This design comes from an exercise in tuning for small area, a short achievable clock period and few clock cycles per item on the open sky130 flow, not from production work. No run shown here included a check of the RTL's function; only the layout flow was run.

==> flow/design.v <==
`timescale 1ns/1ps
package lc4_pkg;
    parameter int XLEN = 16;
    typedef logic [XLEN-1:0] word_t;
    typedef logic [2:0]      reg_idx_t;
    typedef logic [2:0]      nzp_t;
    typedef word_t           imm_t;
    localparam nzp_t NZP_NEG  = 3'b100;
    localparam nzp_t NZP_ZERO = 3'b010;
    localparam nzp_t NZP_POS  = 3'b001;
    typedef enum logic [3:0] {
        OPC_ARITH   = 4'b0001,
        OPC_LOGIC   = 4'b0101,
        OPC_CONST   = 4'b1001,
        OPC_HICONST = 4'b1101
    } opcode_e;
    typedef enum logic [3:0] {
        ALU_ADD,
        ALU_SUB,
        ALU_MUL,
        ALU_ADDI,
        ALU_AND,
        ALU_OR,
        ALU_XOR,
        ALU_NOT,
        ALU_ANDI,
        ALU_CONST,
        ALU_HICONST,
        ALU_NOP
    } alu_op_e;
endpackage
`timescale 1ns/1ps
module lc4_regfile
(
    input  logic        gwe,
    input  logic        i_arst_n,
    input  logic [7:0]  i_rs_hot,
    input  logic [7:0]  i_rt_hot,
    output logic [15:0] o_rs_data,
    output logic [15:0] o_rt_data,
    input  logic        i_we,
    input  logic [2:0]  i_wsel,
    input  logic [15:0] i_wdata
);
    logic [15:0] regs [8];
    logic [15:0] wdata;
    logic [7:0]  wen;
    always_comb begin
        o_rs_data = '0;
        o_rt_data = '0;
        for (int i = 0; i < 8; i++) begin
            o_rs_data = o_rs_data | (regs[i] & {16{i_rs_hot[i]}});
            o_rt_data = o_rt_data | (regs[i] & {16{i_rt_hot[i]}});
        end
    end
    assign wdata = i_wdata & {16{i_arst_n}};
    always_comb begin
        for (int i = 0; i < 8; i++) begin
            wen[i] = ~i_arst_n | (i_we & (i_wsel == 3'(i)));
        end
    end
    always_ff @(posedge gwe) begin
        for (int i = 0; i < 8; i++) begin
            if (wen[i]) begin
                regs[i] <= wdata;
            end
        end
    end
endmodule
`timescale 1ns/1ps
module lc4_decode
(
    input  logic [15:0] i_insn,
    output logic        o_we,
    output logic        o_mul,
    output logic        o_use_a,
    output logic        o_use_b
);
    logic arith;
    logic logic_op;
    assign arith    = (i_insn[15:12] == 4'b0001);
    assign logic_op = (i_insn[15:12] == 4'b0101);
    assign o_we     = (arith & (i_insn[5:3] != 3'b011)) | logic_op |
                      (i_insn[15:12] == 4'b1001) | (i_insn[15:12] == 4'b1101);
    assign o_mul    = arith & (i_insn[5:3] == 3'b001);
    assign o_use_a  = arith | logic_op;
    assign o_use_b  = (arith & ~i_insn[5]) |
                      (logic_op & ~i_insn[5] & (i_insn[4:3] != 2'b01)) |
                      (i_insn[15:12] == 4'b1101);
endmodule
`timescale 1ns/1ps
module insn_queue
(
    input  logic        gwe,
    input  logic        i_arst_n,
    input  logic        i_xload,       
    input  logic        i_valid,
    input  logic [15:0] i_insn,
    output logic        o_ready,
    output logic        o_valid,
    output logic [15:0] o_insn,
    output logic [7:0]  o_rs_hot,
    output logic [7:0]  o_rt_hot,
    output logic        o_cimm,        
    output logic        o_csub,        
    output logic        o_cnot,        
    output logic [15:0] o_src_insn,    
    output logic [7:0]  o_src_rs_hot,
    output logic [7:0]  o_src_rt_hot
);
    logic        s_valid;
    logic [15:0] s_insn;
    logic        src_valid;
    logic [2:0]  bsel;
    logic [7:0]  rs_hot;
    logic [7:0]  rt_hot;
    assign o_ready    = ~s_valid;
    assign src_valid  = s_valid | i_valid;
    assign o_src_insn = s_valid ? s_insn : i_insn;
    always_ff @(posedge gwe or negedge i_arst_n) begin
        if (!i_arst_n) begin
            s_valid <= 1'b0;
            o_valid <= 1'b0;
        end else begin
            s_valid <= ~i_xload & src_valid;
            if (i_xload) begin
                o_valid <= src_valid;
            end
        end
    end
    always_ff @(posedge gwe) begin
        if (!s_valid) begin
            s_insn <= i_insn;
        end
    end
    assign bsel = (o_src_insn[15:12] == 4'b1101) ? o_src_insn[11:9] : o_src_insn[2:0];
    always_comb begin
        for (int i = 0; i < 8; i++) begin
            rs_hot[i] = (o_src_insn[8:6] == 3'(i));
            rt_hot[i] = (bsel == 3'(i));
        end
    end
    assign o_src_rs_hot = rs_hot;
    assign o_src_rt_hot = rt_hot;
    always_ff @(posedge gwe) begin
        if (i_xload) begin
            o_cimm   <= o_src_insn[5] & ~o_src_insn[15];
            o_csub   <= (o_src_insn[15:12] == 4'b0001) & (o_src_insn[5:3] == 3'b010);
            o_cnot   <= (o_src_insn[15:12] == 4'b0101) & (o_src_insn[5:3] == 3'b001);
            o_insn   <= o_src_insn;
            o_rs_hot <= rs_hot;
            o_rt_hot <= rt_hot;
        end
    end
endmodule
`timescale 1ns/1ps
module lc4_execute
(
    input  logic [15:0] i_insn,
    input  logic        i_cimm,
    input  logic        i_csub,
    input  logic        i_cnot,
    input  logic [15:0] i_a,
    input  logic [15:0] i_b,
    output logic [15:0] o_s,
    output logic [15:0] o_c
);
    logic        arith;
    logic        logic_op;
    logic        is_const;
    logic        is_hiconst;
    logic        op_sum;
    logic        op_mul;
    logic        op_p;
    logic        op_g;
    logic [15:0] imm5;
    logic [15:0] immv;
    logic [15:0] y;
    logic [15:0] p;
    logic [15:0] g;
    logic [15:0] sum;
    logic [15:0] ms;
    logic [15:0] mc;
    assign arith      = (i_insn[15:14] == 2'b00);
    assign logic_op   = (i_insn[15:14] == 2'b01);
    assign is_const   = (i_insn[15:14] == 2'b10);
    assign is_hiconst = (i_insn[15:14] == 2'b11);
    assign op_mul     = arith & (i_insn[5:3] == 3'b001);
    assign op_sum     = arith & ~op_mul;
    assign op_p       = logic_op & ~i_insn[5] & (i_insn[4:3] != 2'b00);
    assign op_g       = logic_op & (i_insn[5] | ~i_insn[3]);
    assign imm5 = {{11{i_insn[4]}}, i_insn[4:0]};
    assign immv = is_const ? {{7{i_insn[8]}}, i_insn[8:0]} : {i_insn[7:0], 8'h00};
    assign y = i_cimm ? imm5 : ((i_b ^ {16{i_csub}}) | {16{i_cnot}});
    lc4_add16 u_add (.i_a(i_a), .i_b(y), .i_cin(i_csub), .o_sum(sum), .o_p(p), .o_g(g));
    lc4_mul16 u_mul (.i_a(i_a), .i_b(i_b), .o_s(ms), .o_c(mc));
    assign o_s = (sum & {16{op_sum}}) | (p & {16{op_p}}) | (g & {16{op_g}}) |
                 (ms & {16{op_mul}}) | (immv & {16{is_const | is_hiconst}}) |
                 ({8'h00, i_b[7:0]} & {16{is_hiconst}});
    assign o_c = mc & {16{op_mul}};
endmodule
module lc4_add16
(
    input  logic [15:0] i_a,
    input  logic [15:0] i_b,
    input  logic        i_cin,
    output logic [15:0] o_sum,
    output logic [15:0] o_p,
    output logic [15:0] o_g
);
    logic [15:0] p;
    logic [15:0] g;
    logic [15:0] gg;
    logic [15:0] pp;
    always_comb begin
        p  = i_a ^ i_b;
        g  = i_a & i_b;
        gg = g;
        pp = p;
        gg[0] = g[0] | (p[0] & i_cin);
        for (int l = 0; l < 4; l++) begin
            for (int i = (2 << l) - 1; i < 16; i += (2 << l)) begin
                gg[i] = gg[i] | (pp[i] & gg[i - (1 << l)]);
                pp[i] = pp[i] & pp[i - (1 << l)];
            end
        end
        for (int l = 2; l >= 0; l--) begin
            for (int i = (3 << l) - 1; i < 16; i += (2 << l)) begin
                gg[i] = gg[i] | (pp[i] & gg[i - (1 << l)]);
                pp[i] = pp[i] & pp[i - (1 << l)];
            end
        end
        o_sum = p ^ {gg[14:0], i_cin};
        o_p   = p;
        o_g   = g;
    end
endmodule
module lc4_mul16
(
    input  logic [15:0] i_a,
    input  logic [15:0] i_b,
    output logic [15:0] o_s,
    output logic [15:0] o_c
);
    logic one0;
    logic two0;
    logic neg0;
    logic pp1;
    logic pp2;
    logic pp3;
    logic pp4;
    logic pp5;
    logic pp6;
    logic pp7;
    logic pp8;
    logic pp9;
    logic pp10;
    logic pp11;
    logic pp12;
    logic pp13;
    logic pp14;
    logic pp15;
    logic pp16;
    logic one1;
    logic two1;
    logic neg1;
    logic pp17;
    logic pp18;
    logic pp19;
    logic pp20;
    logic pp21;
    logic pp22;
    logic pp23;
    logic pp24;
    logic pp25;
    logic pp26;
    logic pp27;
    logic pp28;
    logic pp29;
    logic pp30;
    logic one2;
    logic two2;
    logic neg2;
    logic pp31;
    logic pp32;
    logic pp33;
    logic pp34;
    logic pp35;
    logic pp36;
    logic pp37;
    logic pp38;
    logic pp39;
    logic pp40;
    logic pp41;
    logic pp42;
    logic one3;
    logic two3;
    logic neg3;
    logic pp43;
    logic pp44;
    logic pp45;
    logic pp46;
    logic pp47;
    logic pp48;
    logic pp49;
    logic pp50;
    logic pp51;
    logic pp52;
    logic one4;
    logic two4;
    logic neg4;
    logic pp53;
    logic pp54;
    logic pp55;
    logic pp56;
    logic pp57;
    logic pp58;
    logic pp59;
    logic pp60;
    logic one5;
    logic two5;
    logic neg5;
    logic pp61;
    logic pp62;
    logic pp63;
    logic pp64;
    logic pp65;
    logic pp66;
    logic one6;
    logic two6;
    logic neg6;
    logic pp67;
    logic pp68;
    logic pp69;
    logic pp70;
    logic one7;
    logic two7;
    logic neg7;
    logic pp71;
    logic pp72;
    logic s73;
    logic c74;
    logic s75;
    logic c76;
    logic s77;
    logic c78;
    logic s79;
    logic c80;
    logic s81;
    logic c82;
    logic s83;
    logic c84;
    logic s85;
    logic c86;
    logic s87;
    logic c88;
    logic s89;
    logic c90;
    logic s91;
    logic s92;
    logic s93;
    logic s94;
    logic c95;
    logic s96;
    logic c97;
    logic s98;
    logic c99;
    logic s100;
    logic c101;
    logic s102;
    logic c103;
    logic s104;
    logic c105;
    logic s106;
    logic c107;
    logic s108;
    logic c109;
    logic s110;
    logic c111;
    logic s112;
    logic c113;
    logic s114;
    logic c115;
    logic s116;
    logic c117;
    logic s118;
    logic c119;
    logic s120;
    logic c121;
    logic s122;
    logic c123;
    logic s124;
    logic c125;
    logic s126;
    logic s127;
    logic s128;
    logic c129;
    logic s130;
    logic c131;
    logic s132;
    logic c133;
    logic s134;
    logic c135;
    logic s136;
    logic c137;
    logic s138;
    logic c139;
    logic s140;
    logic c141;
    logic s142;
    logic c143;
    logic s144;
    logic c145;
    logic s146;
    logic c147;
    logic s148;
    logic c149;
    logic s150;
    logic s151;
    logic c152;
    logic s153;
    logic c154;
    logic s155;
    logic c156;
    logic s157;
    logic c158;
    logic s159;
    logic c160;
    logic s161;
    logic c162;
    logic s163;
    logic c164;
    logic s165;
    logic c166;
    logic s167;
    logic c168;
    logic s169;
    logic c170;
    logic s171;
    logic c172;
    logic s173;
    logic c174;
    logic s175;
    logic c176;
    logic s177;
    assign one0 = i_b[0] ^ 1'b0;
    assign two0 = (i_b[1] & ~i_b[0] & ~1'b0) | (~i_b[1] & i_b[0] & 1'b0);
    assign neg0 = i_b[1];
    assign pp1 = (one0 & i_a[0]) ^ neg0;
    assign pp2 = ((one0 & i_a[1]) | (two0 & i_a[0])) ^ neg0;
    assign pp3 = ((one0 & i_a[2]) | (two0 & i_a[1])) ^ neg0;
    assign pp4 = ((one0 & i_a[3]) | (two0 & i_a[2])) ^ neg0;
    assign pp5 = ((one0 & i_a[4]) | (two0 & i_a[3])) ^ neg0;
    assign pp6 = ((one0 & i_a[5]) | (two0 & i_a[4])) ^ neg0;
    assign pp7 = ((one0 & i_a[6]) | (two0 & i_a[5])) ^ neg0;
    assign pp8 = ((one0 & i_a[7]) | (two0 & i_a[6])) ^ neg0;
    assign pp9 = ((one0 & i_a[8]) | (two0 & i_a[7])) ^ neg0;
    assign pp10 = ((one0 & i_a[9]) | (two0 & i_a[8])) ^ neg0;
    assign pp11 = ((one0 & i_a[10]) | (two0 & i_a[9])) ^ neg0;
    assign pp12 = ((one0 & i_a[11]) | (two0 & i_a[10])) ^ neg0;
    assign pp13 = ((one0 & i_a[12]) | (two0 & i_a[11])) ^ neg0;
    assign pp14 = ((one0 & i_a[13]) | (two0 & i_a[12])) ^ neg0;
    assign pp15 = ((one0 & i_a[14]) | (two0 & i_a[13])) ^ neg0;
    assign pp16 = ((one0 & i_a[15]) | (two0 & i_a[14])) ^ neg0;
    assign one1 = i_b[2] ^ i_b[1];
    assign two1 = (i_b[3] & ~i_b[2] & ~i_b[1]) | (~i_b[3] & i_b[2] & i_b[1]);
    assign neg1 = i_b[3];
    assign pp17 = (one1 & i_a[0]) ^ neg1;
    assign pp18 = ((one1 & i_a[1]) | (two1 & i_a[0])) ^ neg1;
    assign pp19 = ((one1 & i_a[2]) | (two1 & i_a[1])) ^ neg1;
    assign pp20 = ((one1 & i_a[3]) | (two1 & i_a[2])) ^ neg1;
    assign pp21 = ((one1 & i_a[4]) | (two1 & i_a[3])) ^ neg1;
    assign pp22 = ((one1 & i_a[5]) | (two1 & i_a[4])) ^ neg1;
    assign pp23 = ((one1 & i_a[6]) | (two1 & i_a[5])) ^ neg1;
    assign pp24 = ((one1 & i_a[7]) | (two1 & i_a[6])) ^ neg1;
    assign pp25 = ((one1 & i_a[8]) | (two1 & i_a[7])) ^ neg1;
    assign pp26 = ((one1 & i_a[9]) | (two1 & i_a[8])) ^ neg1;
    assign pp27 = ((one1 & i_a[10]) | (two1 & i_a[9])) ^ neg1;
    assign pp28 = ((one1 & i_a[11]) | (two1 & i_a[10])) ^ neg1;
    assign pp29 = ((one1 & i_a[12]) | (two1 & i_a[11])) ^ neg1;
    assign pp30 = ((one1 & i_a[13]) | (two1 & i_a[12])) ^ neg1;
    assign one2 = i_b[4] ^ i_b[3];
    assign two2 = (i_b[5] & ~i_b[4] & ~i_b[3]) | (~i_b[5] & i_b[4] & i_b[3]);
    assign neg2 = i_b[5];
    assign pp31 = (one2 & i_a[0]) ^ neg2;
    assign pp32 = ((one2 & i_a[1]) | (two2 & i_a[0])) ^ neg2;
    assign pp33 = ((one2 & i_a[2]) | (two2 & i_a[1])) ^ neg2;
    assign pp34 = ((one2 & i_a[3]) | (two2 & i_a[2])) ^ neg2;
    assign pp35 = ((one2 & i_a[4]) | (two2 & i_a[3])) ^ neg2;
    assign pp36 = ((one2 & i_a[5]) | (two2 & i_a[4])) ^ neg2;
    assign pp37 = ((one2 & i_a[6]) | (two2 & i_a[5])) ^ neg2;
    assign pp38 = ((one2 & i_a[7]) | (two2 & i_a[6])) ^ neg2;
    assign pp39 = ((one2 & i_a[8]) | (two2 & i_a[7])) ^ neg2;
    assign pp40 = ((one2 & i_a[9]) | (two2 & i_a[8])) ^ neg2;
    assign pp41 = ((one2 & i_a[10]) | (two2 & i_a[9])) ^ neg2;
    assign pp42 = ((one2 & i_a[11]) | (two2 & i_a[10])) ^ neg2;
    assign one3 = i_b[6] ^ i_b[5];
    assign two3 = (i_b[7] & ~i_b[6] & ~i_b[5]) | (~i_b[7] & i_b[6] & i_b[5]);
    assign neg3 = i_b[7];
    assign pp43 = (one3 & i_a[0]) ^ neg3;
    assign pp44 = ((one3 & i_a[1]) | (two3 & i_a[0])) ^ neg3;
    assign pp45 = ((one3 & i_a[2]) | (two3 & i_a[1])) ^ neg3;
    assign pp46 = ((one3 & i_a[3]) | (two3 & i_a[2])) ^ neg3;
    assign pp47 = ((one3 & i_a[4]) | (two3 & i_a[3])) ^ neg3;
    assign pp48 = ((one3 & i_a[5]) | (two3 & i_a[4])) ^ neg3;
    assign pp49 = ((one3 & i_a[6]) | (two3 & i_a[5])) ^ neg3;
    assign pp50 = ((one3 & i_a[7]) | (two3 & i_a[6])) ^ neg3;
    assign pp51 = ((one3 & i_a[8]) | (two3 & i_a[7])) ^ neg3;
    assign pp52 = ((one3 & i_a[9]) | (two3 & i_a[8])) ^ neg3;
    assign one4 = i_b[8] ^ i_b[7];
    assign two4 = (i_b[9] & ~i_b[8] & ~i_b[7]) | (~i_b[9] & i_b[8] & i_b[7]);
    assign neg4 = i_b[9];
    assign pp53 = (one4 & i_a[0]) ^ neg4;
    assign pp54 = ((one4 & i_a[1]) | (two4 & i_a[0])) ^ neg4;
    assign pp55 = ((one4 & i_a[2]) | (two4 & i_a[1])) ^ neg4;
    assign pp56 = ((one4 & i_a[3]) | (two4 & i_a[2])) ^ neg4;
    assign pp57 = ((one4 & i_a[4]) | (two4 & i_a[3])) ^ neg4;
    assign pp58 = ((one4 & i_a[5]) | (two4 & i_a[4])) ^ neg4;
    assign pp59 = ((one4 & i_a[6]) | (two4 & i_a[5])) ^ neg4;
    assign pp60 = ((one4 & i_a[7]) | (two4 & i_a[6])) ^ neg4;
    assign one5 = i_b[10] ^ i_b[9];
    assign two5 = (i_b[11] & ~i_b[10] & ~i_b[9]) | (~i_b[11] & i_b[10] & i_b[9]);
    assign neg5 = i_b[11];
    assign pp61 = (one5 & i_a[0]) ^ neg5;
    assign pp62 = ((one5 & i_a[1]) | (two5 & i_a[0])) ^ neg5;
    assign pp63 = ((one5 & i_a[2]) | (two5 & i_a[1])) ^ neg5;
    assign pp64 = ((one5 & i_a[3]) | (two5 & i_a[2])) ^ neg5;
    assign pp65 = ((one5 & i_a[4]) | (two5 & i_a[3])) ^ neg5;
    assign pp66 = ((one5 & i_a[5]) | (two5 & i_a[4])) ^ neg5;
    assign one6 = i_b[12] ^ i_b[11];
    assign two6 = (i_b[13] & ~i_b[12] & ~i_b[11]) | (~i_b[13] & i_b[12] & i_b[11]);
    assign neg6 = i_b[13];
    assign pp67 = (one6 & i_a[0]) ^ neg6;
    assign pp68 = ((one6 & i_a[1]) | (two6 & i_a[0])) ^ neg6;
    assign pp69 = ((one6 & i_a[2]) | (two6 & i_a[1])) ^ neg6;
    assign pp70 = ((one6 & i_a[3]) | (two6 & i_a[2])) ^ neg6;
    assign one7 = i_b[14] ^ i_b[13];
    assign two7 = (i_b[15] & ~i_b[14] & ~i_b[13]) | (~i_b[15] & i_b[14] & i_b[13]);
    assign neg7 = i_b[15];
    assign pp71 = (one7 & i_a[0]) ^ neg7;
    assign pp72 = ((one7 & i_a[1]) | (two7 & i_a[0])) ^ neg7;
    assign s73 = pp11 ^ pp25;
    assign c74 = pp11 & pp25;
    assign s75 = pp12 ^ pp26;
    assign c76 = pp12 & pp26;
    assign s77 = pp13 ^ pp27 ^ pp39;
    assign c78 = (pp13 & pp27) | (pp13 & pp39) | (pp27 & pp39);
    assign s79 = pp49 ^ pp57;
    assign c80 = pp49 & pp57;
    assign s81 = pp14 ^ pp28 ^ pp40;
    assign c82 = (pp14 & pp28) | (pp14 & pp40) | (pp28 & pp40);
    assign s83 = pp50 ^ pp58;
    assign c84 = pp50 & pp58;
    assign s85 = pp15 ^ pp29 ^ pp41;
    assign c86 = (pp15 & pp29) | (pp15 & pp41) | (pp29 & pp41);
    assign s87 = pp51 ^ pp59 ^ pp65;
    assign c88 = (pp51 & pp59) | (pp51 & pp65) | (pp59 & pp65);
    assign s89 = pp69 ^ pp71;
    assign c90 = pp69 & pp71;
    assign s91 = pp16 ^ pp30 ^ pp42;
    assign s92 = pp52 ^ pp60 ^ pp66;
    assign s93 = pp70 ^ pp72;
    assign s94 = pp7 ^ pp21;
    assign c95 = pp7 & pp21;
    assign s96 = pp8 ^ pp22;
    assign c97 = pp8 & pp22;
    assign s98 = pp9 ^ pp23 ^ pp35;
    assign c99 = (pp9 & pp23) | (pp9 & pp35) | (pp23 & pp35);
    assign s100 = pp45 ^ pp53;
    assign c101 = pp45 & pp53;
    assign s102 = pp10 ^ pp24 ^ pp36;
    assign c103 = (pp10 & pp24) | (pp10 & pp36) | (pp24 & pp36);
    assign s104 = pp46 ^ pp54;
    assign c105 = pp46 & pp54;
    assign s106 = s73 ^ pp37 ^ pp47;
    assign c107 = (s73 & pp37) | (s73 & pp47) | (pp37 & pp47);
    assign s108 = pp55 ^ pp61 ^ neg5;
    assign c109 = (pp55 & pp61) | (pp55 & neg5) | (pp61 & neg5);
    assign s110 = s75 ^ pp38 ^ pp48;
    assign c111 = (s75 & pp38) | (s75 & pp48) | (pp38 & pp48);
    assign s112 = pp56 ^ pp62 ^ c74;
    assign c113 = (pp56 & pp62) | (pp56 & c74) | (pp62 & c74);
    assign s114 = s77 ^ s79 ^ pp63;
    assign c115 = (s77 & s79) | (s77 & pp63) | (s79 & pp63);
    assign s116 = pp67 ^ neg6 ^ c76;
    assign c117 = (pp67 & neg6) | (pp67 & c76) | (neg6 & c76);
    assign s118 = s81 ^ s83 ^ pp64;
    assign c119 = (s81 & s83) | (s81 & pp64) | (s83 & pp64);
    assign s120 = pp68 ^ c78 ^ c80;
    assign c121 = (pp68 & c78) | (pp68 & c80) | (c78 & c80);
    assign s122 = s85 ^ s87 ^ s89;
    assign c123 = (s85 & s87) | (s85 & s89) | (s87 & s89);
    assign s124 = neg7 ^ c82 ^ c84;
    assign c125 = (neg7 & c82) | (neg7 & c84) | (c82 & c84);
    assign s126 = s91 ^ s92 ^ s93;
    assign s127 = c86 ^ c88 ^ c90;
    assign s128 = pp5 ^ pp19;
    assign c129 = pp5 & pp19;
    assign s130 = pp6 ^ pp20;
    assign c131 = pp6 & pp20;
    assign s132 = s94 ^ pp33 ^ pp43;
    assign c133 = (s94 & pp33) | (s94 & pp43) | (pp33 & pp43);
    assign s134 = s96 ^ pp34 ^ pp44;
    assign c135 = (s96 & pp34) | (s96 & pp44) | (pp34 & pp44);
    assign s136 = s98 ^ s100 ^ neg4;
    assign c137 = (s98 & s100) | (s98 & neg4) | (s100 & neg4);
    assign s138 = s102 ^ s104 ^ c99;
    assign c139 = (s102 & s104) | (s102 & c99) | (s104 & c99);
    assign s140 = s106 ^ s108 ^ c103;
    assign c141 = (s106 & s108) | (s106 & c103) | (s108 & c103);
    assign s142 = s110 ^ s112 ^ c107;
    assign c143 = (s110 & s112) | (s110 & c107) | (s112 & c107);
    assign s144 = s114 ^ s116 ^ c111;
    assign c145 = (s114 & s116) | (s114 & c111) | (s116 & c111);
    assign s146 = s118 ^ s120 ^ c115;
    assign c147 = (s118 & s120) | (s118 & c115) | (s120 & c115);
    assign s148 = s122 ^ s124 ^ c119;
    assign c149 = (s122 & s124) | (s122 & c119) | (s124 & c119);
    assign s150 = s126 ^ s127 ^ c123;
    assign s151 = pp3 ^ pp17;
    assign c152 = pp3 & pp17;
    assign s153 = pp4 ^ pp18;
    assign c154 = pp4 & pp18;
    assign s155 = s128 ^ pp31 ^ neg2;
    assign c156 = (s128 & pp31) | (s128 & neg2) | (pp31 & neg2);
    assign s157 = s130 ^ pp32 ^ c129;
    assign c158 = (s130 & pp32) | (s130 & c129) | (pp32 & c129);
    assign s159 = s132 ^ neg3 ^ c131;
    assign c160 = (s132 & neg3) | (s132 & c131) | (neg3 & c131);
    assign s161 = s134 ^ c95 ^ c133;
    assign c162 = (s134 & c95) | (s134 & c133) | (c95 & c133);
    assign s163 = s136 ^ c97 ^ c135;
    assign c164 = (s136 & c97) | (s136 & c135) | (c97 & c135);
    assign s165 = s138 ^ c101 ^ c137;
    assign c166 = (s138 & c101) | (s138 & c137) | (c101 & c137);
    assign s167 = s140 ^ c105 ^ c139;
    assign c168 = (s140 & c105) | (s140 & c139) | (c105 & c139);
    assign s169 = s142 ^ c109 ^ c141;
    assign c170 = (s142 & c109) | (s142 & c141) | (c109 & c141);
    assign s171 = s144 ^ c113 ^ c143;
    assign c172 = (s144 & c113) | (s144 & c143) | (c113 & c143);
    assign s173 = s146 ^ c117 ^ c145;
    assign c174 = (s146 & c117) | (s146 & c145) | (c117 & c145);
    assign s175 = s148 ^ c121 ^ c147;
    assign c176 = (s148 & c121) | (s148 & c147) | (c121 & c147);
    assign s177 = s150 ^ c125 ^ c149;
    assign o_s[0] = pp1;
    assign o_c[0] = neg0;
    assign o_s[1] = pp2;
    assign o_c[1] = 1'b0;
    assign o_s[2] = s151;
    assign o_c[2] = neg1;
    assign o_s[3] = s153;
    assign o_c[3] = c152;
    assign o_s[4] = s155;
    assign o_c[4] = c154;
    assign o_s[5] = s157;
    assign o_c[5] = c156;
    assign o_s[6] = s159;
    assign o_c[6] = c158;
    assign o_s[7] = s161;
    assign o_c[7] = c160;
    assign o_s[8] = s163;
    assign o_c[8] = c162;
    assign o_s[9] = s165;
    assign o_c[9] = c164;
    assign o_s[10] = s167;
    assign o_c[10] = c166;
    assign o_s[11] = s169;
    assign o_c[11] = c168;
    assign o_s[12] = s171;
    assign o_c[12] = c170;
    assign o_s[13] = s173;
    assign o_c[13] = c172;
    assign o_s[14] = s175;
    assign o_c[14] = c174;
    assign o_s[15] = s177;
    assign o_c[15] = c176;
endmodule
`timescale 1ns/1ps
module lc4_core
(
    input  logic        gwe,
    input  logic        i_arst_n,
    input  logic        i_insn_valid,
    input  logic [15:0] i_insn,
    output logic        o_insn_ready,
    output logic        o_ret_valid,
    input  logic        i_ret_ready,
    output logic [15:0] o_ret_insn,
    output logic        o_ret_we,
    output logic [2:0]  o_ret_wsel,
    output logic [15:0] o_ret_data,
    output logic [2:0]  o_ret_nzp
);
    logic        x_valid;
    logic [15:0] x_insn;
    logic [7:0]  x_rs_hot;
    logic [7:0]  x_rt_hot;
    logic [7:0]  y_rd_hot;
    logic [7:0]  x_rd_hot;
    logic [7:0]  in_rs_hot;
    logic [7:0]  in_rt_hot;
    logic        in_use_a;
    logic        in_use_b;
    logic        h_xi_a;
    logic        h_xi_b;
    logic        h_yi_a;
    logic        h_yi_b;
    logic        h_yx_a;
    logic        h_yx_b;
    logic        x_go;
    logic        byp_a_f;
    logic        byp_b_f;
    logic        stall_f;
    logic        byp_a_h;
    logic        byp_b_h;
    logic        stall_h;
    logic        byp_a;
    logic        byp_b;
    logic        x_we;
    logic        x_mul;
    logic        x_use_a;
    logic        x_use_b;
    logic [15:0] rf_a;
    logic [15:0] rf_b;
    logic [15:0] a;
    logic [15:0] b;
    logic [15:0] x_s;
    logic [15:0] x_c;
    logic        stall;
    logic        y_free;
    logic        x_fire;
    logic        x_load;
    logic        x_cimm;
    logic        x_csub;
    logic        x_cnot;
    logic [15:0] src_insn;
    logic        y_valid;
    logic [15:0] y_insn;
    logic [15:0] y_s;
    logic [15:0] y_c;
    logic        y_fwd;    
    logic        y_mw;     
    logic [15:0] y_sum;
    logic        y_zero;
    assign y_free       = ~y_valid | i_ret_ready;
    assign x_fire       = x_valid & y_free & ~stall;
    assign x_load       = ~x_valid | (y_free & ~stall);
    insn_queue u_in (
        .gwe      (gwe),
        .i_arst_n (i_arst_n),
        .i_xload  (x_load),
        .i_valid  (i_insn_valid),
        .i_insn   (i_insn),
        .o_ready  (o_insn_ready),
        .o_valid  (x_valid),
        .o_insn   (x_insn),
        .o_rs_hot (x_rs_hot),
        .o_rt_hot (x_rt_hot),
        .o_cimm   (x_cimm),
        .o_csub   (x_csub),
        .o_cnot   (x_cnot),
        .o_src_insn   (src_insn),
        .o_src_rs_hot (in_rs_hot),
        .o_src_rt_hot (in_rt_hot)
    );
    lc4_decode u_idec (
        .i_insn  (src_insn),
        .o_we    (),
        .o_mul   (),
        .o_use_a (in_use_a),
        .o_use_b (in_use_b)
    );
    lc4_decode u_xdec (
        .i_insn  (x_insn),
        .o_we    (x_we),
        .o_mul   (x_mul),
        .o_use_a (x_use_a),
        .o_use_b (x_use_b)
    );
    lc4_regfile u_rf (
        .gwe       (gwe),
        .i_arst_n  (i_arst_n),
        .i_rs_hot  (x_rs_hot),
        .i_rt_hot  (x_rt_hot),
        .o_rs_data (rf_a),
        .o_rt_data (rf_b),
        .i_we      (y_valid & i_ret_ready & (y_fwd | y_mw)),
        .i_wsel    (y_insn[11:9]),
        .i_wdata   (y_sum)
    );
    always_comb begin
        for (int i = 0; i < 8; i++) begin
            y_rd_hot[i] = (y_insn[11:9] == 3'(i));
            x_rd_hot[i] = (x_insn[11:9] == 3'(i));
        end
    end
    assign h_xi_a = |(x_rd_hot & in_rs_hot);
    assign h_xi_b = |(x_rd_hot & in_rt_hot);
    assign h_yi_a = |(y_rd_hot & in_rs_hot);
    assign h_yi_b = |(y_rd_hot & in_rt_hot);
    assign h_yx_a = |(y_rd_hot & x_rs_hot);
    assign h_yx_b = |(y_rd_hot & x_rt_hot);
    assign x_go    = x_valid & ~stall;
    assign byp_a_f = x_go & x_we & ~x_mul & h_xi_a;
    assign byp_b_f = x_go & x_we & ~x_mul & h_xi_b;
    assign stall_f = x_go & x_mul & ((h_xi_a & in_use_a) | (h_xi_b & in_use_b));
    assign byp_a_h = y_fwd & (x_valid ? h_yx_a : h_yi_a);
    assign byp_b_h = y_fwd & (x_valid ? h_yx_b : h_yi_b);
    assign stall_h = y_mw & (x_valid ? ((h_yx_a & x_use_a) | (h_yx_b & x_use_b))
                                     : ((h_yi_a & in_use_a) | (h_yi_b & in_use_b)));
    always_ff @(posedge gwe) begin
        byp_a <= y_free ? byp_a_f : byp_a_h;
        byp_b <= y_free ? byp_b_f : byp_b_h;
    end
    always_ff @(posedge gwe or negedge i_arst_n) begin
        if (!i_arst_n) begin
            stall <= 1'b0;
        end else begin
            stall <= y_free ? stall_f : stall_h;
        end
    end
    assign a = byp_a ? y_s : rf_a;
    assign b = byp_b ? y_s : rf_b;
    lc4_execute u_alu (
        .i_insn (x_insn),
        .i_cimm (x_cimm),
        .i_csub (x_csub),
        .i_cnot (x_cnot),
        .i_a    (a),
        .i_b    (b),
        .o_s    (x_s),
        .o_c    (x_c)
    );
    always_ff @(posedge gwe or negedge i_arst_n) begin
        if (!i_arst_n) begin
            y_valid <= 1'b0;
            y_fwd   <= 1'b0;
            y_mw    <= 1'b0;
        end else if (y_free) begin
            y_valid <= x_fire;
            y_fwd   <= x_fire & x_we & ~x_mul;
            y_mw    <= x_fire & x_mul;
        end
    end
    always_ff @(posedge gwe) begin
        if (y_free) begin
            y_insn <= x_insn;
            y_s    <= x_s;
            y_c    <= x_c;
        end
    end
    lc4_add16 u_cpa (.i_a(y_s), .i_b(y_c), .i_cin(1'b0), .o_sum(y_sum), .o_p(), .o_g());
    assign y_zero = &(~(y_s ^ y_c ^ {y_s[14:0] | y_c[14:0], 1'b0}));
    assign o_ret_valid = y_valid;
    assign o_ret_insn  = y_insn;
    assign o_ret_we    = y_fwd | y_mw;
    assign o_ret_wsel  = y_insn[11:9];
    assign o_ret_data  = y_sum;
    assign o_ret_nzp   = {y_sum[15], y_zero, ~y_sum[15] & ~y_zero};
endmodule
==> flow/run.sh <==
#!/bin/bash
# synth_recipe.tcl (not shown) runs the flow's synth.tcl, then flattens the netlist and writes it again
# the make line also repeats each setting of config.mk as NAME=value (left out here)
make -C /OpenROAD-flow-scripts/flow DESIGN_CONFIG=/design/flow/config.mk WORK_HOME=/design/flow/orfs CLKGATE_MAP_FILE= SYNTH_SCRIPT=/design/flow/synth_recipe.tcl finish
==> flow/config.mk <==
export PLATFORM = sky130hd
export DESIGN_NAME = lc4_core
export DESIGN_NICKNAME = lc4_core
export VERILOG_FILES = /design/flow/design.v
export SDC_FILE = /design/flow/constraint.sdc
export NUM_CORES = 4
export LEC_CHECK = 0
export ABC_AREA = 1
export CAP_MARGIN = 20
export CORE_MARGIN = 2
export CORE_UTILIZATION = 40
export PLACE_DENSITY = 0.6
export SETUP_SLACK_MARGIN = 4.0
export SLEW_MARGIN = 20
export TNS_END_PERCENT = 0
==> flow/constraint.sdc <==
create_clock -name core_clock -period 8.2 [get_ports {gwe}]
set_input_delay 1.6400 -clock core_clock [delete_from_list [all_inputs] [get_ports {gwe}]]
set_output_delay 1.6400 -clock core_clock [all_outputs]
set_load 0.01 [all_outputs]
==> flow_summary.yaml, run 1 <==
run_status:
  status: "no timing/DRC/antenna violations"
yosys:
  synth.avg_cell_area_um2: 8.69
  syn_area_um2: 15700
  synthTopCellsByArea: "edfxtp_1, nand2_1, fa_1"
  ys_warn_count: 5
  synthCells: 1809
  syn_nets: 1935
  synth_flop_cell: "edfxtp_1"
  synth_cell_types: 57
  synth_edf_count: 210
  synth_top_area_share_pct: 40.1
  yosys.area.top_type: "edfxtp_1"
  ys_top_cells_by_count: "nand2_1, edfxtp_1, inv_1"
  ys_ff_latch: 234
  yosysMostFrequentCell: "nand2_1"
  ys_seq_area_share_pct: 43.4
  async_flop_share_pct: 2.56
sta:
  worstMarginPinSlew_ps: 1080
  fin_crit_ps: 5010
  hold_violations: 0
  max_freq_ghz: 0.200
  slew_violations: 0
  finalCritPeriodShare_pct: 61.1
  rsz0062_at_grt: "true"
  worst_slack_ps: 3190
  setup_viol: 0
  max-slew-margin-rel_pct: 28.0
  final.setup_skew_ps: 15.0
  tns_ps: 0
cts:
  htree_levels: 1
  clk_pin_slew_ps: 60
  clkSinkCount: 234
  clockBufferDepth: 3
  cts_buffers: 26
  cts_tree: "built"
  root_buffer: "clkbuf_16"
  insertion_delay_ps: 560
  ctsHoldBuffers: 0
die:
  dieArea_um2: 40900
  die_h_um: 202
  start_util_pct: 40.6
  die_width_um: 202
  boundaryPins: 61
  coreArea_um2: 38700
  num_rows: 72
critical_path:
  arrival_ps: 3370
  worstSetupStartpoint: "y_s[3]$_DFFE_PN_"
  worstPathCellList: "inv_2 -> ha_4 -> nand2_2 -> nand2_2 -> a31oi_4 -> inv_2 -> a221oi_4 -> nor2_2 -> a211oi_4 -> o21ai_2 -> a31oi_2 -> fa_2 -> xnor2_4 -> inv_2 -> nor2_2 -> buf_2"
  crit_path_end_kind: "output pin"
  criticalPathCategory: "flip-flop to output pin"
  crit_top_cell: "inv_2"
  max_stage_delay_ps: 430
  rr_startpoint: "u_in.o_rt_hot[1]$_DFFE_PP_"
  cp_max_fo: 4
  cp_slowest_cell: "edfxtp_1"
  critical_path_required_ps: 6560
  cp-start-kind: "flip-flop"
finish:
  nFillCells: 3742
  n_antenna_cell: 0
  seqCellArea_um2: 6820
  fin_nets: 2035
  drive_gt1_share_pct: 13.4
  area_growth_pct: 16.8
  multiInputGateArea_um2: 7960
flow_run:
  drv_cap: 0
route:
  antenna_left: 0
  drt-initial-drc-count: 1591
  routed_via_density: 5.59
  drt-pass1-iter-count: 6
  wirelength_um: 54200
  post_drt_wl_per_cell_um: 22.2
  drc_errors: 0
  vias: 13670
place:
  portBuffers: 60
  place_congestion: 0.967
  hpwlAfterDp_um: 37900
  detailedPlace.worstSlack_ps: 2320
min_path:
  min_from: "u_in.o_insn[12]$_DFFE_PP_"
  hold_path.class: "flip-flop to flip-flop"
global_routing:
  grt_max_degree: 50
  grt_overflow: 0
  antenna_found_initial: 0
  grt_use_total_pct: 26.4
  grt_first_pass_wirelength_um: 81200
  grt_pass1_vias: 13286
## worst paths after layout
kind | slack, ps | endpoint | cells past startpoint
setup / recovery | 3190 | o_ret_nzp[0] | 16
setup reg to reg | 3200 | y_s[13]$_DFFE_PN_ | 21
hold / removal | 450 | y_insn[12]$_DFFE_PN_ | 0
max in group asynchronous | 5960 | y_fwd$_DFFE_PN0N_ | 1
min in group asynchronous | 1630 | y_valid$_DFFE_PN0N_ | 1
hold reg to reg | 450 | y_insn[12]$_DFFE_PN_ | 0
## placed cells by master, fill, tap and decap left out, drive strengths merged, types with 2 or more instances in the layout
master	n
a211oi	5
a21o	4
a21oi	59
a221oi	15
a22o	7
a22oi	17
a31oi	14
buf	86
bufinv	2
clkbuf	38
clkdlybuf4s50	52
clkinv	12
dfrtp	6
dfxtp	18
dlygate4sd2	3
edfxtp	210
fa	49
ha	57
inv	220
nand2	540
nand3	97
nand3b	3
nand4	10
nor2	142
nor3	20
nor4	2
o2111ai	8
o211ai	9
o21a	7
o21ai	63
o221ai	3
o22ai	44
or2	15
xnor2	16
xor2	65
## flip-flops by register name, summed over array words and instances, names as in the netlist, 8 cells and up
| name | count |
|---|---|
| y_c | 15 |
| u_in.s_insn | 16 |
| y_insn | 16 |
| y_s | 16 |
| u_in.o_rs_hot | 8 |
| u_in.o_insn | 16 |
| u_in.o_rt_hot | 8 |
| u_rf.regs | 128 |
## layout make-up
class,instances,area share (%)
clock buffer,37,3.99
clock inverter,9,0.579
inverter,225,4.72
multi-input combinational,1280,43.4
sequential,234,37.1
tap,518,3.53
timing repair buffer,142,6.65
## metrics by stage
step / util, % / instance area, µm² / hold WS [ps] / instances
6_report: 47.4 / 18400 / 451 / 2445
5_1_grt: 47.4 / 18400 / 466 / 2445
4_1_cts: 46.8 / 18100 / 455 / 2428
3_5_place_dp: 43.3 / 16800 / 448 / 2333
3_3_place_gp: 43.2 / 16700 / 434 / 2333
2_1_floorplan: - / 15800 / 426 / 1809
## timing repair
item / in CTS / in global routing
pin swaps: 12 / 12
setup endpoints to repair: 38 / 35
cloned: 0 / 0
resized for setup: 59 / 21
setup buffers: 49 / 17
## cells by family after synthesis
kind of cell             after synthesis  synth area share (%)
XOR/XNOR                              81                  4.63
buffers and inverters                295                  8.32
flip-flops                           234                  43.4
multiplexers                           1                0.0637
AND/OR/NAND/NOR                      830                  22.0
AO/OA/AOI/OAI                        262                  10.8
adder cells (fa/ha/maj)              106                  10.8
## per-layer routing
metal / vias up / routed length [µm] / track usage [%] / part of all wire [%]
li1: 6207 / - / - / -
met1: 6556 / 22200 / 35.5 / 41
met2: 753 / 24300 / 41.9 / 45
met3: 154 / 5130 / 4.72 / 9.5
met4: 0 / 2620 / 11.3 / 4.8
met5: - / 0 / 0 / 0
## critical path: cells and delay by family, from the launching register on
family	cells	cell delay (ps)
fa+ha+maj	2	490
flops	1	430
xor+xnor	1	130
buf+inv	4	370
simple gates	4	270
compound gates	5	1100
==> inputs of run 2 (changes only) <==
--- a/flow/design.v
+++ b/flow/design.v
@@ -165,3 +165,5 @@
     output logic [15:0] o_s,
-    output logic [15:0] o_c
+    output logic [15:0] o_c,
+    output logic [15:0] o_d,
+    output logic        o_k
 );
@@ -183,2 +185,4 @@
     logic [15:0] mc;
+    logic [15:0] md;
+    logic        mk;
     assign arith      = (i_insn[15:14] == 2'b00);
@@ -194,4 +198,6 @@
     assign y = i_cimm ? imm5 : ((i_b ^ {16{i_csub}}) | {16{i_cnot}});
-    lc4_add16 u_add (.i_a(i_a), .i_b(y), .i_cin(i_csub), .o_sum(sum), .o_p(p), .o_g(g));
-    lc4_mul16 u_mul (.i_a(i_a), .i_b(i_b), .o_s(ms), .o_c(mc));
+    assign sum = i_a + y + {15'd0, i_csub};
+    assign p   = i_a ^ y;
+    assign g   = i_a & y;
+    lc4_mul16 u_mul (.i_a(i_a), .i_b(i_b), .o_s(ms), .o_c(mc), .o_r2(md), .o_k(mk));
     assign o_s = (sum & {16{op_sum}}) | (p & {16{op_p}}) | (g & {16{op_g}}) |
@@ -200,2 +206,4 @@
     assign o_c = mc & {16{op_mul}};
+    assign o_d = md & {16{op_mul}};
+    assign o_k = mk & op_mul;
 endmodule
@@ -242,3 +250,5 @@
     output logic [15:0] o_s,
-    output logic [15:0] o_c
+    output logic [15:0] o_c,
+    output logic [15:0] o_r2,
+    output logic        o_k
 );
@@ -359,20 +369,20 @@
     logic s91;
-    logic s92;
+    logic c92;
     logic s93;
-    logic s94;
-    logic c95;
-    logic s96;
-    logic c97;
-    logic s98;
-    logic c99;
-    logic s100;
-    logic c101;
-    logic s102;
-    logic c103;
-    logic s104;
-    logic c105;
-    logic s106;
-    logic c107;
+    logic c94;
+    logic s95;
+    logic c96;
+    logic s97;
+    logic c98;
+    logic s99;
+    logic c100;
+    logic s101;
+    logic c102;
+    logic s103;
+    logic c104;
+    logic s105;
+    logic c106;
+    logic s107;
     logic s108;
-    logic c109;
+    logic s109;
     logic s110;
@@ -394,3 +404,3 @@
     logic s126;
-    logic s127;
+    logic c127;
     logic s128;
@@ -414,3 +424,3 @@
     logic s146;
-    logic c147;
+    logic s147;
     logic s148;
@@ -418,29 +428,16 @@
     logic s150;
-    logic s151;
-    logic c152;
-    logic s153;
-    logic c154;
-    logic s155;
-    logic c156;
-    logic s157;
-    logic c158;
-    logic s159;
-    logic c160;
-    logic s161;
-    logic c162;
-    logic s163;
-    logic c164;
-    logic s165;
-    logic c166;
-    logic s167;
-    logic c168;
-    logic s169;
-    logic c170;
-    logic s171;
-    logic c172;
-    logic s173;
-    logic c174;
-    logic s175;
-    logic c176;
-    logic s177;
+    logic c151;
+    logic s152;
+    logic c153;
+    logic s154;
+    logic c155;
+    logic s156;
+    logic c157;
+    logic s158;
+    logic c159;
+    logic s160;
+    logic c161;
+    logic s162;
+    logic c163;
+    logic s164;
     assign one0 = i_b[0] ^ 1'b0;
@@ -541,139 +538,153 @@
     assign pp72 = ((one7 & i_a[1]) | (two7 & i_a[0])) ^ neg7;
-    assign s73 = pp11 ^ pp25;
-    assign c74 = pp11 & pp25;
-    assign s75 = pp12 ^ pp26;
-    assign c76 = pp12 & pp26;
-    assign s77 = pp13 ^ pp27 ^ pp39;
-    assign c78 = (pp13 & pp27) | (pp13 & pp39) | (pp27 & pp39);
-    assign s79 = pp49 ^ pp57;
-    assign c80 = pp49 & pp57;
-    assign s81 = pp14 ^ pp28 ^ pp40;
-    assign c82 = (pp14 & pp28) | (pp14 & pp40) | (pp28 & pp40);
-    assign s83 = pp50 ^ pp58;
-    assign c84 = pp50 & pp58;
-    assign s85 = pp15 ^ pp29 ^ pp41;
-    assign c86 = (pp15 & pp29) | (pp15 & pp41) | (pp29 & pp41);
-    assign s87 = pp51 ^ pp59 ^ pp65;
-    assign c88 = (pp51 & pp59) | (pp51 & pp65) | (pp59 & pp65);
-    assign s89 = pp69 ^ pp71;
-    assign c90 = pp69 & pp71;
-    assign s91 = pp16 ^ pp30 ^ pp42;
-    assign s92 = pp52 ^ pp60 ^ pp66;
-    assign s93 = pp70 ^ pp72;
-    assign s94 = pp7 ^ pp21;
-    assign c95 = pp7 & pp21;
-    assign s96 = pp8 ^ pp22;
-    assign c97 = pp8 & pp22;
-    assign s98 = pp9 ^ pp23 ^ pp35;
-    assign c99 = (pp9 & pp23) | (pp9 & pp35) | (pp23 & pp35);
-    assign s100 = pp45 ^ pp53;
-    assign c101 = pp45 & pp53;
-    assign s102 = pp10 ^ pp24 ^ pp36;
-    assign c103 = (pp10 & pp24) | (pp10 & pp36) | (pp24 & pp36);
-    assign s104 = pp46 ^ pp54;
-    assign c105 = pp46 & pp54;
-    assign s106 = s73 ^ pp37 ^ pp47;
-    assign c107 = (s73 & pp37) | (s73 & pp47) | (pp37 & pp47);
-    assign s108 = pp55 ^ pp61 ^ neg5;
-    assign c109 = (pp55 & pp61) | (pp55 & neg5) | (pp61 & neg5);
-    assign s110 = s75 ^ pp38 ^ pp48;
-    assign c111 = (s75 & pp38) | (s75 & pp48) | (pp38 & pp48);
-    assign s112 = pp56 ^ pp62 ^ c74;
-    assign c113 = (pp56 & pp62) | (pp56 & c74) | (pp62 & c74);
-    assign s114 = s77 ^ s79 ^ pp63;
-    assign c115 = (s77 & s79) | (s77 & pp63) | (s79 & pp63);
-    assign s116 = pp67 ^ neg6 ^ c76;
-    assign c117 = (pp67 & neg6) | (pp67 & c76) | (neg6 & c76);
-    assign s118 = s81 ^ s83 ^ pp64;
-    assign c119 = (s81 & s83) | (s81 & pp64) | (s83 & pp64);
-    assign s120 = pp68 ^ c78 ^ c80;
-    assign c121 = (pp68 & c78) | (pp68 & c80) | (c78 & c80);
-    assign s122 = s85 ^ s87 ^ s89;
-    assign c123 = (s85 & s87) | (s85 & s89) | (s87 & s89);
-    assign s124 = neg7 ^ c82 ^ c84;
-    assign c125 = (neg7 & c82) | (neg7 & c84) | (c82 & c84);
-    assign s126 = s91 ^ s92 ^ s93;
-    assign s127 = c86 ^ c88 ^ c90;
-    assign s128 = pp5 ^ pp19;
-    assign c129 = pp5 & pp19;
-    assign s130 = pp6 ^ pp20;
-    assign c131 = pp6 & pp20;
-    assign s132 = s94 ^ pp33 ^ pp43;
-    assign c133 = (s94 & pp33) | (s94 & pp43) | (pp33 & pp43);
-    assign s134 = s96 ^ pp34 ^ pp44;
-    assign c135 = (s96 & pp34) | (s96 & pp44) | (pp34 & pp44);
-    assign s136 = s98 ^ s100 ^ neg4;
-    assign c137 = (s98 & s100) | (s98 & neg4) | (s100 & neg4);
-    assign s138 = s102 ^ s104 ^ c99;
-    assign c139 = (s102 & s104) | (s102 & c99) | (s104 & c99);
-    assign s140 = s106 ^ s108 ^ c103;
-    assign c141 = (s106 & s108) | (s106 & c103) | (s108 & c103);
-    assign s142 = s110 ^ s112 ^ c107;
-    assign c143 = (s110 & s112) | (s110 & c107) | (s112 & c107);
-    assign s144 = s114 ^ s116 ^ c111;
-    assign c145 = (s114 & s116) | (s114 & c111) | (s116 & c111);
-    assign s146 = s118 ^ s120 ^ c115;
-    assign c147 = (s118 & s120) | (s118 & c115) | (s120 & c115);
-    assign s148 = s122 ^ s124 ^ c119;
-    assign c149 = (s122 & s124) | (s122 & c119) | (s124 & c119);
-    assign s150 = s126 ^ s127 ^ c123;
-    assign s151 = pp3 ^ pp17;
-    assign c152 = pp3 & pp17;
-    assign s153 = pp4 ^ pp18;
-    assign c154 = pp4 & pp18;
-    assign s155 = s128 ^ pp31 ^ neg2;
-    assign c156 = (s128 & pp31) | (s128 & neg2) | (pp31 & neg2);
-    assign s157 = s130 ^ pp32 ^ c129;
-    assign c158 = (s130 & pp32) | (s130 & c129) | (pp32 & c129);
-    assign s159 = s132 ^ neg3 ^ c131;
-    assign c160 = (s132 & neg3) | (s132 & c131) | (neg3 & c131);
-    assign s161 = s134 ^ c95 ^ c133;
-    assign c162 = (s134 & c95) | (s134 & c133) | (c95 & c133);
-    assign s163 = s136 ^ c97 ^ c135;
-    assign c164 = (s136 & c97) | (s136 & c135) | (c97 & c135);
-    assign s165 = s138 ^ c101 ^ c137;
-    assign c166 = (s138 & c101) | (s138 & c137) | (c101 & c137);
-    assign s167 = s140 ^ c105 ^ c139;
-    assign c168 = (s140 & c105) | (s140 & c139) | (c105 & c139);
-    assign s169 = s142 ^ c109 ^ c141;
-    assign c170 = (s142 & c109) | (s142 & c141) | (c109 & c141);
-    assign s171 = s144 ^ c113 ^ c143;
-    assign c172 = (s144 & c113) | (s144 & c143) | (c113 & c143);
-    assign s173 = s146 ^ c117 ^ c145;
-    assign c174 = (s146 & c117) | (s146 & c145) | (c117 & c145);
-    assign s175 = s148 ^ c121 ^ c147;
-    assign c176 = (s148 & c121) | (s148 & c147) | (c121 & c147);
-    assign s177 = s150 ^ c125 ^ c149;
-    assign o_s[0] = pp1;
-    assign o_c[0] = neg0;
-    assign o_s[1] = pp2;
+    assign s73 = pp3 ^ pp17 ^ neg1;
+    assign c74 = (pp3 & pp17) | (pp3 & neg1) | (pp17 & neg1);
+    assign s75 = pp4 ^ pp18;
+    assign c76 = pp4 & pp18;
+    assign s77 = pp5 ^ pp19 ^ pp31;
+    assign c78 = (pp5 & pp19) | (pp5 & pp31) | (pp19 & pp31);
+    assign s79 = pp6 ^ pp20 ^ pp32;
+    assign c80 = (pp6 & pp20) | (pp6 & pp32) | (pp20 & pp32);
+    assign s81 = pp7 ^ pp21 ^ pp33;
+    assign c82 = (pp7 & pp21) | (pp7 & pp33) | (pp21 & pp33);
+    assign s83 = pp43 ^ neg3;
+    assign c84 = pp43 & neg3;
+    assign s85 = pp8 ^ pp22 ^ pp34;
+    assign c86 = (pp8 & pp22) | (pp8 & pp34) | (pp22 & pp34);
+    assign s87 = pp9 ^ pp23;
+    assign c88 = pp9 & pp23;
+    assign s89 = pp11 ^ pp25;
+    assign c90 = pp11 & pp25;
+    assign s91 = pp12 ^ pp26;
+    assign c92 = pp12 & pp26;
+    assign s93 = pp13 ^ pp27 ^ pp39;
+    assign c94 = (pp13 & pp27) | (pp13 & pp39) | (pp27 & pp39);
+    assign s95 = pp49 ^ pp57;
+    assign c96 = pp49 & pp57;
+    assign s97 = pp14 ^ pp28 ^ pp40;
+    assign c98 = (pp14 & pp28) | (pp14 & pp40) | (pp28 & pp40);
+    assign s99 = pp50 ^ pp58;
+    assign c100 = pp50 & pp58;
+    assign s101 = pp15 ^ pp29 ^ pp41;
+    assign c102 = (pp15 & pp29) | (pp15 & pp41) | (pp29 & pp41);
+    assign s103 = pp51 ^ pp59 ^ pp65;
+    assign c104 = (pp51 & pp59) | (pp51 & pp65) | (pp59 & pp65);
+    assign s105 = pp69 ^ pp71;
+    assign c106 = pp69 & pp71;
+    assign s107 = pp16 ^ pp30 ^ pp42;
+    assign s108 = pp52 ^ pp60 ^ pp66;
+    assign s109 = pp70 ^ pp72;
+    assign s110 = s77 ^ neg2 ^ c76;
+    assign c111 = (s77 & neg2) | (s77 & c76) | (neg2 & c76);
+    assign s112 = s79 ^ c78;
+    assign c113 = s79 & c78;
+    assign s114 = s81 ^ s83 ^ c80;
+    assign c115 = (s81 & s83) | (s81 & c80) | (s83 & c80);
+    assign s116 = s85 ^ pp44 ^ c82;
+    assign c117 = (s85 & pp44) | (s85 & c82) | (pp44 & c82);
+    assign s118 = s87 ^ pp35 ^ pp45;
+    assign c119 = (s87 & pp35) | (s87 & pp45) | (pp35 & pp45);
+    assign s120 = pp53 ^ neg4;
+    assign c121 = pp53 & neg4;
+    assign s122 = pp10 ^ pp24 ^ pp36;
+    assign c123 = (pp10 & pp24) | (pp10 & pp36) | (pp24 & pp36);
+    assign s124 = pp46 ^ pp54 ^ c88;
+    assign c125 = (pp46 & pp54) | (pp46 & c88) | (pp54 & c88);
+    assign s126 = s89 ^ pp37 ^ pp47;
+    assign c127 = (s89 & pp37) | (s89 & pp47) | (pp37 & pp47);
+    assign s128 = pp55 ^ pp61 ^ neg5;
+    assign c129 = (pp55 & pp61) | (pp55 & neg5) | (pp61 & neg5);
+    assign s130 = s91 ^ pp38 ^ pp48;
+    assign c131 = (s91 & pp38) | (s91 & pp48) | (pp38 & pp48);
+    assign s132 = pp56 ^ pp62 ^ c90;
+    assign c133 = (pp56 & pp62) | (pp56 & c90) | (pp62 & c90);
+    assign s134 = s93 ^ s95 ^ pp63;
+    assign c135 = (s93 & s95) | (s93 & pp63) | (s95 & pp63);
+    assign s136 = pp67 ^ neg6 ^ c92;
+    assign c137 = (pp67 & neg6) | (pp67 & c92) | (neg6 & c92);
+    assign s138 = s97 ^ s99 ^ pp64;
+    assign c139 = (s97 & s99) | (s97 & pp64) | (s99 & pp64);
+    assign s140 = pp68 ^ c94 ^ c96;
+    assign c141 = (pp68 & c94) | (pp68 & c96) | (c94 & c96);
+    assign s142 = s101 ^ s103 ^ s105;
+    assign c143 = (s101 & s103) | (s101 & s105) | (s103 & s105);
+    assign s144 = neg7 ^ c98 ^ c100;
+    assign c145 = (neg7 & c98) | (neg7 & c100) | (c98 & c100);
+    assign s146 = s107 ^ s108 ^ s109;
+    assign s147 = c102 ^ c104 ^ c106;
+    assign s148 = s116 ^ c84 ^ c115;
+    assign c149 = (s116 & c84) | (s116 & c115) | (c84 & c115);
+    assign s150 = s118 ^ s120 ^ c86;
+    assign c151 = (s118 & s120) | (s118 & c86) | (s120 & c86);
+    assign s152 = s122 ^ s124 ^ c119;
+    assign c153 = (s122 & s124) | (s122 & c119) | (s124 & c119);
+    assign s154 = s126 ^ s128 ^ c123;
+    assign c155 = (s126 & s128) | (s126 & c123) | (s128 & c123);
+    assign s156 = s130 ^ s132 ^ c127;
+    assign c157 = (s130 & s132) | (s130 & c127) | (s132 & c127);
+    assign s158 = s134 ^ s136 ^ c131;
+    assign c159 = (s134 & s136) | (s134 & c131) | (s136 & c131);
+    assign s160 = s138 ^ s140 ^ c135;
+    assign c161 = (s138 & s140) | (s138 & c135) | (s140 & c135);
+    assign s162 = s142 ^ s144 ^ c139;
+    assign c163 = (s142 & s144) | (s142 & c139) | (s144 & c139);
+    assign s164 = s146 ^ s147 ^ c143;
+    logic [7:0] lo_s;
+    logic [7:0] lo_c;
+    assign lo_s[0] = pp1;
+    assign lo_c[0] = neg0;
+    assign o_c[0] = 1'b0;
+    assign o_r2[0] = 1'b0;
+    assign lo_s[1] = pp2;
+    assign lo_c[1] = 1'b0;
     assign o_c[1] = 1'b0;
-    assign o_s[2] = s151;
-    assign o_c[2] = neg1;
-    assign o_s[3] = s153;
-    assign o_c[3] = c152;
-    assign o_s[4] = s155;
-    assign o_c[4] = c154;
-    assign o_s[5] = s157;
-    assign o_c[5] = c156;
-    assign o_s[6] = s159;
-    assign o_c[6] = c158;
-    assign o_s[7] = s161;
-    assign o_c[7] = c160;
-    assign o_s[8] = s163;
-    assign o_c[8] = c162;
-    assign o_s[9] = s165;
-    assign o_c[9] = c164;
-    assign o_s[10] = s167;
-    assign o_c[10] = c166;
-    assign o_s[11] = s169;
-    assign o_c[11] = c168;
-    assign o_s[12] = s171;
-    assign o_c[12] = c170;
-    assign o_s[13] = s173;
-    assign o_c[13] = c172;
-    assign o_s[14] = s175;
-    assign o_c[14] = c174;
-    assign o_s[15] = s177;
-    assign o_c[15] = c176;
+    assign o_r2[1] = 1'b0;
+    assign lo_s[2] = s73;
+    assign lo_c[2] = 1'b0;
+    assign o_c[2] = 1'b0;
+    assign o_r2[2] = 1'b0;
+    assign lo_s[3] = s75;
+    assign lo_c[3] = c74;
+    assign o_c[3] = 1'b0;
+    assign o_r2[3] = 1'b0;
+    assign lo_s[4] = s110;
+    assign lo_c[4] = 1'b0;
+    assign o_c[4] = 1'b0;
+    assign o_r2[4] = 1'b0;
+    assign lo_s[5] = s112;
+    assign lo_c[5] = c111;
+    assign o_c[5] = 1'b0;
+    assign o_r2[5] = 1'b0;
+    assign lo_s[6] = s114;
+    assign lo_c[6] = c113;
+    assign o_c[6] = 1'b0;
+    assign o_r2[6] = 1'b0;
+    assign lo_s[7] = s148;
+    assign lo_c[7] = 1'b0;
+    assign o_c[7] = 1'b0;
+    assign o_r2[7] = 1'b0;
+    assign o_s[8] = s150;
+    assign o_c[8] = c117;
+    assign o_r2[8] = c149;
+    assign o_s[9] = s152;
+    assign o_c[9] = c121;
+    assign o_r2[9] = c151;
+    assign o_s[10] = s154;
+    assign o_c[10] = c125;
+    assign o_r2[10] = c153;
+    assign o_s[11] = s156;
+    assign o_c[11] = c129;
+    assign o_r2[11] = c155;
+    assign o_s[12] = s158;
+    assign o_c[12] = c133;
+    assign o_r2[12] = c157;
+    assign o_s[13] = s160;
+    assign o_c[13] = c137;
+    assign o_r2[13] = c159;
+    assign o_s[14] = s162;
+    assign o_c[14] = c141;
+    assign o_r2[14] = c161;
+    assign o_s[15] = s164;
+    assign o_c[15] = c145;
+    assign o_r2[15] = c163;
+    assign {o_k, o_s[7:0]} = {1'b0, lo_s} + {1'b0, lo_c};
 endmodule
@@ -730,2 +741,4 @@
     logic [15:0] x_c;
+    logic [15:0] x_d;
+    logic        x_k;
     logic        stall;
@@ -741,3 +754,8 @@
     logic [15:0] y_s;
-    logic [15:0] y_c;
+    logic [15:8] y_c;
+    logic [15:8] y_d;
+    logic        y_k;
+    logic [15:8] y_t;
+    logic [15:8] y_u;
+    logic [15:8] y_hi;
     logic        y_fwd;    
@@ -833,3 +851,5 @@
         .o_s    (x_s),
-        .o_c    (x_c)
+        .o_c    (x_c),
+        .o_d    (x_d),
+        .o_k    (x_k)
     );
@@ -850,7 +870,14 @@
             y_s    <= x_s;
-            y_c    <= x_c;
+            y_c    <= x_c[15:8];
+            y_d    <= x_d[15:8];
+            y_k    <= x_k;
         end
     end
-    lc4_add16 u_cpa (.i_a(y_s), .i_b(y_c), .i_cin(1'b0), .o_sum(y_sum), .o_p(), .o_g());
-    assign y_zero = &(~(y_s ^ y_c ^ {y_s[14:0] | y_c[14:0], 1'b0}));
+    assign y_t   = y_s[15:8] ^ y_c ^ y_d;
+    assign y_u   = {(y_s[14:8] & y_c[14:8]) | (y_s[14:8] & y_d[14:8]) |
+                    (y_c[14:8] & y_d[14:8]), 1'b0};
+    assign y_hi  = y_t + y_u + {7'd0, y_k};
+    assign y_sum = {y_hi, y_s[7:0]};
+    assign y_zero = ~|y_s[7:0] &
+                    &(~(y_t ^ y_u ^ {y_t[14:8] | y_u[14:8], y_k}));
     assign o_ret_valid = y_valid;
==> flow_summary.yaml, run 2 <==
run_status:
  status: "no timing/DRC/antenna violations"
global_routing:
  grt_overflow: 0
  grt_use_total_pct: 24.5
  grt_pass1_vias: 13247
  antenna_found_initial: 0
  grt_first_pass_wirelength_um: 77700
  grt_max_degree: 51
critical_path:
  criticalPathCategory: "flip-flop to output pin"
  cp-start-kind: "flip-flop"
  critical_path_required_ps: 6560
  cp_max_fo: 2
  crit_path_end_kind: "output pin"
  arrival_ps: 3030
yosys:
  yosysMostFrequentCell: "nand2_1"
  syn_area_um2: 15900
  syn_nets: 1982
  synth.avg_cell_area_um2: 8.45
  ys_top_cells_by_count: "nand2_1, edfxtp_1, inv_1"
  synth_flop_cell: "edfxtp_1"
  yosys.area.top_type: "edfxtp_1"
  ys_warn_count: 4
  ys_ff_latch: 236
  synthTopCellsByArea: "edfxtp_1, nand2_1, fa_1"
  synth_cell_types: 65
  async_flop_share_pct: 2.54
  synthCells: 1879
  synth_edf_count: 212
  ys_seq_area_share_pct: 43.3
  synth_top_area_share_pct: 40.1
die:
  boundaryPins: 61
  die_width_um: 203
  num_rows: 72
  die_h_um: 203
  coreArea_um2: 38900
  dieArea_um2: 41300
  start_util_pct: 40.8
finish:
  largest_reg_flops: 128
  drive_gt1_share_pct: 13.9
  mostFrequentLayoutCells: "nand2_1, edfxtp_1, inv_1"
  layout_commonest_cell: "nand2_1"
  area_growth_pct: 16.4
  fin_nets: 2097
  final_cell_area_um2: 18500
  n_antenna_cell: 0
  top_register: "u_rf.regs"
sta:
  tns_ps: 0
  slew_violations: 0
  rsz0062_at_grt: "true"
  timing.hold.ws_ps: 459
  max_freq_ghz: 0.214
  finalCritPeriodShare_pct: 57.0
  setup_viol: 0
  worstMarginPinSlew_ps: 1130
  fin_crit_ps: 4670
  max-slew-margin-rel_pct: 24.2
  hold_violations: 0
  final.setup_skew_ps: 15.6
min_path:
  hold_path.class: "flip-flop to flip-flop"
route:
  wirelength_um: 50800
  drt-initial-drc-count: 1481
  vias: 13798
  antenna_left: 0
  routed_via_density: 5.45
  post_drt_wl_per_cell_um: 20.1
  drt-pass1-iter-count: 8
  drc_errors: 0
cts:
  htree_levels: 1
  cts_buffers: 27
  ctsHoldBuffers: 0
  clockBufferDepth: 3
  clk_pin_slew_ps: 60
  clkSinkCount: 236
  root_buffer: "clkbuf_16"
  cts_tree: "built"
  insertion_delay_ps: 560
place:
  portBuffers: 60
  hpwlAfterDp_um: 37000
  place_congestion: 0.920
  dpl_cell_area_um2: 16600
flow_run:
  drv_cap: 0
run 2: changes by cell type after synthesis, sizes merged, moves of 10 or more:
cell,before,now
a21oi,59,74
nand3,97,118
nand2,540,585
fa,49,39
ha,57,44
buf,53,64
run 2: layer usage:
layer / up-vias / global-route usage (%) / part of all wire (%)
met5: - / 0 / 0
met4: 0 / 7.30 / 2.7
met3: 96 / 3.79 / 8.4
met2: 609 / 40.0 / 46
met1: 6633 / 33.8 / 43
li1: 6460 / - / -
run 2: timing repair:
action	CTS	global route
buffers inserted	76	20
setup endpoints to repair	29	27
resized for setup	58	17
pin swaps	22	6
run 2: worst paths after layout:
check	from	end	slack [ps]	depth (start not counted)
worst max-delay path	y_s[13]$_DFFE_PN_	o_ret_nzp[0]	3530	9
worst min-delay path	u_in.o_insn[12]$_DFFE_PP_	y_insn[12]$_DFFE_PN_	460	0
worst max register to register	u_in.o_rt_hot[7]$_DFFE_PP_	y_s[14]$_DFFE_PN_	3660	17
worst min register to register	u_in.o_insn[12]$_DFFE_PP_	y_insn[12]$_DFFE_PN_	460	0
max in group asynchronous	i_arst_n	y_fwd$_DFFE_PN0N_	6500	2
min in group asynchronous	i_arst_n	y_mw$_DFFE_PN0N_	1450	2
run 2: final cells by class:
cell class                 instances  area, µm²
fill                            3723      20400
sequential                       236       6880
clock inverter                    16        115
multi-input combinational       1330       7770
tap                              518        648
timing repair buffer             168       1470
inverter                         231        886
clock buffer                      34        722
run 2: critical path, stage by stage (launching register included):
cell	delay (ps)
edfxtp_1	430
fa_1	580
inv_1	50
ha_1	220
a221oi_2	300
o2111ai_1	160
or4_4	440
o21ai_1	140
inv_1	40
buf_2	130
run 2: through the flow:
stage | worst slack (ps) | utilization [%] | std cells
2_1_floorplan | 4140 | - | 1879
3_3_place_gp | 3240 | 42.8 | 2387
3_5_place_dp | 3160 | 42.8 | 2387
4_1_cts | 3510 | 47.0 | 2513
5_1_grt | 3400 | 47.5 | 2533
6_report | 3530 | 47.5 | 2533
run 2: kinds of logic (layout without fill, tap and decap cells):
kind of cell / count (synthesis) / after routing / share of synthesized area, %
buffers and inverters: 313 / 449 / 9.19
and+or+nand+nor: 909 / 909 / 24.4
DFF: 236 / 236 / 43.3
AOI/OAI and AO/OA: 264 / 264 / 10.5
xor gates and xnor gates: 73 / 73 / 4.12
muxes: 1 / 1 / 0.0630
adders and majority gates: 83 / 83 / 8.38

[re-timing with driven ports]
The flow's constraints put no driver on any port. The routed layouts listed below were extracted and timed again, unchanged, in two steps. Step 1 assumes that a clkbuf_16 drives the clock port and a buf_2 every other input. Step 2 adds t to the input delays and takes it off the output delays; t is the mean of the earliest and latest rising clock arrival at the registers after step 1. Input paths then give back, and output paths get back, about the clock's delay inside the block. Slacks: ideal ports / drivers / drivers and shift; pairs: ideal ports / drivers.
run	t, ns	setup slack, ns	worst hold slack (ns)
run 1	0.601	3.190 / 3.142 / 3.202	0.451 / 0.451 / 0.451
run 2	0.602	3.527 / 3.476 / 3.661	0.459 / 0.459 / 0.459
After both steps setup and hold are still met in every run listed.
